This is an optimization exercise on Yosys and OpenROAD, whose aim is small area and a short achievable clock period, not a production implementation. At most, simulation tests tie the RTL to the original design; equivalence was not proved. Power is estimated from default activity; no workload was simulated.

09-15:
Design pong_sprite_renderer, start of the top module:
module pong_sprite_renderer #(
    parameter int          N_SPRITES = 8,
    parameter int          IDX_W     = 3,
    parameter int          COORD_W   = 16,
    parameter logic [11:0] BG_COLOR  = 12'h111,
    parameter int          LATENCY   = 2
) (
    input  logic               clk,
    input  logic               rst,
    input  logic [COORD_W-1:0] h_cnt,
    input  logic [COORD_W-1:0] v_cnt,
    input  logic               pix_valid,
    input  logic [1:0]         sync_in,
    input  logic               frame_start,
    input  logic               wr_en,
    input  logic [IDX_W-1:0]   wr_idx,
    input  logic [COORD_W-1:0] wr_px,
    input  logic [COORD_W-1:0] wr_py,
    input  logic [COORD_W-1:0] wr_hw,
    input  logic [COORD_W-1:0] wr_hh,
    input  logic [11:0]        wr_color,
    input  logic               wr_enable,
    input  logic               cfg_commit,
    output logic               commit_pending,
    output logic [11:0]        rgb_out,
    output logic               rgb_valid,
    output logic [1:0]         sync_out
);
    localparam int CW = COORD_W;
    logic r_commit_pending;
    logic w_commit_now;
    logic w_wr_ok;
    assign w_commit_now = frame_start && (r_commit_pending || cfg_commit);
    assign w_wr_ok      = wr_en && ({1'b0, wr_idx} < (IDX_W+1)'(N_SPRITES));
    logic [CW:0] w_lo_h, w_hi_h, w_lo_v, w_hi_v;    
    pong_add #(.W(CW)) u_lo_h (.a(wr_px), .b(~wr_hw), .ci(1'b1), .s(w_lo_h[CW-1:0]), .co(w_lo_h[CW]), .inv_co(1'b1));
    pong_add #(.W(CW)) u_lo_v (.a(wr_py), .b(~wr_hh), .ci(1'b1), .s(w_lo_v[CW-1:0]), .co(w_lo_v[CW]), .inv_co(1'b1));
    pong_add #(.W(CW)) u_hi_h (.a(wr_px), .b(wr_hw),  .ci(1'b0), .s(w_hi_h[CW-1:0]), .co(w_hi_h[CW]), .inv_co(1'b0));
    pong_add #(.W(CW)) u_hi_v (.a(wr_py), .b(wr_hh),  .ci(1'b0), .s(w_hi_v[CW-1:0]), .co(w_hi_v[CW]), .inv_co(1'b0));
    logic [CW:0]   r_sh_lo_h [N_SPRITES];
    logic [CW:0]   r_sh_hi_h [N_SPRITES];
    logic [CW:0]   r_sh_lo_v [N_SPRITES];
  ...
export LEC_CHECK = 0
export CAP_MARGIN = 20
export CORE_MARGIN = 2
export CORE_UTILIZATION = 60
export CTS_CLUSTER_DIAMETER = 150
export CTS_CLUSTER_SIZE = 25
export SETUP_SLACK_MARGIN = 3.9
export SLEW_MARGIN = 20
create_clock -name core_clock -period 6.5 [get_ports {clk}]
standard.sh (not shown) runs the stock make flow with config.mk's settings and CLKGATE_MAP_FILE= SYNTH_SCRIPT=/design/flow/synth_recipe.tcl, a recipe that flattens the netlist after the stock synthesis.
==> flow/flow/run.sh <==
#!/bin/bash
# Standard synthesis, then the combinational logic re-mapped by ABC for delay
# (flip-flop instances untouched), then the standard layout from floorplan on.
set -euo pipefail
here=$(pwd)
bash standard.sh synth > "$here/synth_std.log" 2>&1
R=$here/orfs/results/$FLOW_PLATFORM/pong_sprite_renderer/base
O=$here/orfs/objects/$FLOW_PLATFORM/pong_sprite_renderer/base
cp "$R/1_2_yosys.v" "$here/1_2_yosys_std.v"
YOSYS=yosys
[ -x "$FLOW_HOME/../tools/install/yosys/bin/yosys" ] && YOSYS="$FLOW_HOME/../tools/install/yosys/bin/yosys"
export REMAP_LIB="$FLOW_HOME/platforms/sky130hd/lib/sky130_fd_sc_hd__tt_025C_1v80.lib"
export REMAP_IN="$here/1_2_yosys_std.v"
export REMAP_OUT="$here/1_2_yosys_remap.v"
export REMAP_TOP="$FLOW_TOP"
export REMAP_CONSTR="$O/abc.constr"
export REMAP_SCRIPT="$here/flow/remap.abc"
export REMAP_DONTUSE="$(grep -o -- '-dont_use [A-Za-z0-9_]*' "$here/orfs/logs/$FLOW_PLATFORM/pong_sprite_renderer/base/1_2_yosys.log" | sort -u | tr '\n' ' ')"
"$YOSYS" -c "$here/flow/remap.tcl" > "$here/remap.log" 2>&1
cp "$REMAP_OUT" "$R/1_2_yosys.v"
touch "$R/1_2_yosys.v"
bash standard.sh > "$here/layout.log" 2>&1
==> flow/flow/remap.abc <==
&get -n
&st
&syn2
&sopb
&put
dch -f
map -D 1000
topo
buffer -p
upsize -D 1000
dnsize -D 1000
==> flow/flow/remap.tcl <==
# Re-map the combinational logic of the standard synthesis netlist with ABC,
# keeping every flip-flop (and tie) cell instance, with its name and cell type.
yosys -import
set lib $::env(REMAP_LIB)
read_liberty -ignore_miss_func -ignore_miss_dir -setattr liberty_cell $lib
read_verilog $::env(REMAP_IN)
hierarchy -top $::env(REMAP_TOP)
setattr -mod -set keep_hierarchy 1 sky130_fd_sc_hd__df* sky130_fd_sc_hd__edf* sky130_fd_sc_hd__conb_1
flatten
opt_clean -purge
techmap
opt -fast
abc -liberty $lib {*}$::env(REMAP_DONTUSE) -constr $::env(REMAP_CONSTR) -script $::env(REMAP_SCRIPT)
opt_clean -purge
setundef -zero
hilomap -singleton -hicell sky130_fd_sc_hd__conb_1 HI -locell sky130_fd_sc_hd__conb_1 LO
insbuf -buf sky130_fd_sc_hd__buf_4 A X
splitnets
opt_clean -purge
yosys rename -enumerate
check
blackbox sky130_fd_sc_hd__*
stat -liberty $lib
write_verilog -noattr -nohex -nodec $::env(REMAP_OUT)
[inputs] 11-03 vs 09-15
diff --git a/flow/design.v b/flow/design.v
--- a/flow/design.v
+++ b/flow/design.v
@@ -50,45 +50,43 @@
     logic [CW:0]   r_act_hi_v [N_SPRITES];
     logic [11:0]   r_act_color[N_SPRITES];
     logic          r_act_en   [N_SPRITES];
     always_ff @(posedge clk or negedge rst) begin
         if (!rst) begin
             r_commit_pending <= 1'b0;
         end else if (w_commit_now) begin
             r_commit_pending <= 1'b0;
         end else if (cfg_commit) begin
             r_commit_pending <= 1'b1;
         end
     end
-    logic [CW-1:0] r_h, r_v, r_hn, r_vn;    
+    logic [CW-1:0] r_h, r_v;
     logic          r_vld0, r_vld1;
     logic [1:0]    r_sync0, r_sync1;
     always_ff @(posedge clk or negedge rst) begin
         if (!rst) begin
             r_vld0  <= 1'b0;
             r_vld1  <= 1'b0;
             r_sync0 <= 2'b00;
             r_sync1 <= 2'b00;
         end else begin
             r_vld0  <= pix_valid;
             r_vld1  <= r_vld0;
             r_sync0 <= sync_in;
             r_sync1 <= r_sync0;
         end
     end
     always_ff @(posedge clk) begin
-        r_h  <= h_cnt;
-        r_v  <= v_cnt;
-        r_hn <= ~h_cnt;
-        r_vn <= ~v_cnt;
+        r_h <= h_cnt;
+        r_v <= v_cnt;
     end
     logic [N_SPRITES-1:0] w_hit;
     generate
         for (genvar gi = 0; gi < N_SPRITES; gi++) begin : g_sprite
             logic w_sel;
             assign w_sel = w_wr_ok && (wr_idx == IDX_W'(gi));
             always_ff @(posedge clk or negedge rst) begin
                 if (!rst) begin
                     r_sh_en[gi]  <= 1'b0;
                     r_act_en[gi] <= 1'b0;
                 end else begin
                     if (w_sel)        r_sh_en[gi]  <= wr_enable;
@@ -105,30 +103,30 @@
                 end
                 if (w_commit_now) begin
                     r_act_lo_h[gi]  <= r_sh_lo_h[gi];
                     r_act_hi_h[gi]  <= r_sh_hi_h[gi];
                     r_act_lo_v[gi]  <= r_sh_lo_v[gi];
                     r_act_hi_v[gi]  <= r_sh_hi_v[gi];
                     r_act_color[gi] <= r_sh_color[gi];
                 end
             end
             logic [CW-1:0] g0_lh, p0_lh, g0_hh, p0_hh, g0_lv, p0_lv, g0_hv, p0_hv;
             assign g0_lh = r_h & ~r_act_lo_h[gi][CW-1:0];
             assign p0_lh = r_h | ~r_act_lo_h[gi][CW-1:0];
-            assign g0_hh = r_act_hi_h[gi][CW-1:0] & r_hn;
-            assign p0_hh = r_act_hi_h[gi][CW-1:0] | r_hn;
+            assign g0_hh = r_act_hi_h[gi][CW-1:0] & ~r_h;
+            assign p0_hh = r_act_hi_h[gi][CW-1:0] | ~r_h;
             assign g0_lv = r_v & ~r_act_lo_v[gi][CW-1:0];
             assign p0_lv = r_v | ~r_act_lo_v[gi][CW-1:0];
-            assign g0_hv = r_act_hi_v[gi][CW-1:0] & r_vn;
-            assign p0_hv = r_act_hi_v[gi][CW-1:0] | r_vn;
+            assign g0_hv = r_act_hi_v[gi][CW-1:0] & ~r_v;
+            assign p0_hv = r_act_hi_v[gi][CW-1:0] | ~r_v;
             logic w_gt_h, w_lt_h, w_gt_v, w_lt_v;
             pong_gt_tree #(.W(CW)) u_gt_h (.g(g0_lh), .p(p0_lh), .gt(w_gt_h));
             pong_gt_tree #(.W(CW)) u_lt_h (.g(g0_hh), .p(p0_hh), .gt(w_lt_h));
             pong_gt_tree #(.W(CW)) u_gt_v (.g(g0_lv), .p(p0_lv), .gt(w_gt_v));
             pong_gt_tree #(.W(CW)) u_lt_v (.g(g0_hv), .p(p0_hv), .gt(w_lt_v));
             assign w_hit[gi] = r_act_en[gi]
                             && (r_act_lo_h[gi][CW] || w_gt_h) && (r_act_hi_h[gi][CW] || w_lt_h)
                             && (r_act_lo_v[gi][CW] || w_gt_v) && (r_act_hi_v[gi][CW] || w_lt_v);
         end
     endgenerate
     logic [11:0] w_c01, w_c23, w_c45, w_c67, w_c03, w_c47, w_color;
     logic        w_h01, w_h23, w_h45, w_h03;
Notes after the runs:
Count of multi-input combinational gates (09-15 / 11-03): 1.11
11-03 vs 09-15: total power down
11-03 vs. 09-15: setup slack of the critical path after layout went down by 210 ps.
On cell area after layout, the higher figure sits with 11-03, not 09-15.
Higher total met3 wirelength after detailed routing among 11-03 and 09-15: 11-03
11-03 gives more critical path required time than 09-15 did.
Taking 09-15 as the reference, in 11-03 first-iteration DRC count grew by about 4%, number of fill cells in the layout saw a decrease, final wirelength rose by 1.2%.
Only the layout flow was run in 11-03; the RTL was not checked for function there.

==> static timing again, ports no longer ideal <==
The results above use ideal ports. As a check the final layouts listed here were re-extracted and re-timed, cells and wires unchanged.
Step 1, drivers: a clkbuf_16 drives clk and a buf_2 each remaining input, both assumed.
Step 2, shift: input delay + t, output delay - t, t = (earliest + latest rising clock arrival at the registers) / 2. This alone moves slack from input paths to output paths.
Three values: no drivers, after step 1, after step 2; two values: the first two.
run | t (ns) | setup WS [ns] | latest minus earliest clock arrival (ns) | worst slew at a driven data input, ns | pins driven straight from the clock port
09-15 | 0.752 | 3.789 / 3.827 / 3.074 | 0.031 / 0.031 | 0.07 | 1
11-03 | 0.746 | 3.583 / 3.583 / 2.972 | 0.042 / 0.041 | 0.06 | 1
After both steps setup and hold are still met in every run listed. For 09-15, which loses most, drivers alone change the setup slack by +0.038 ns; drivers and shift together by -0.715 ns.
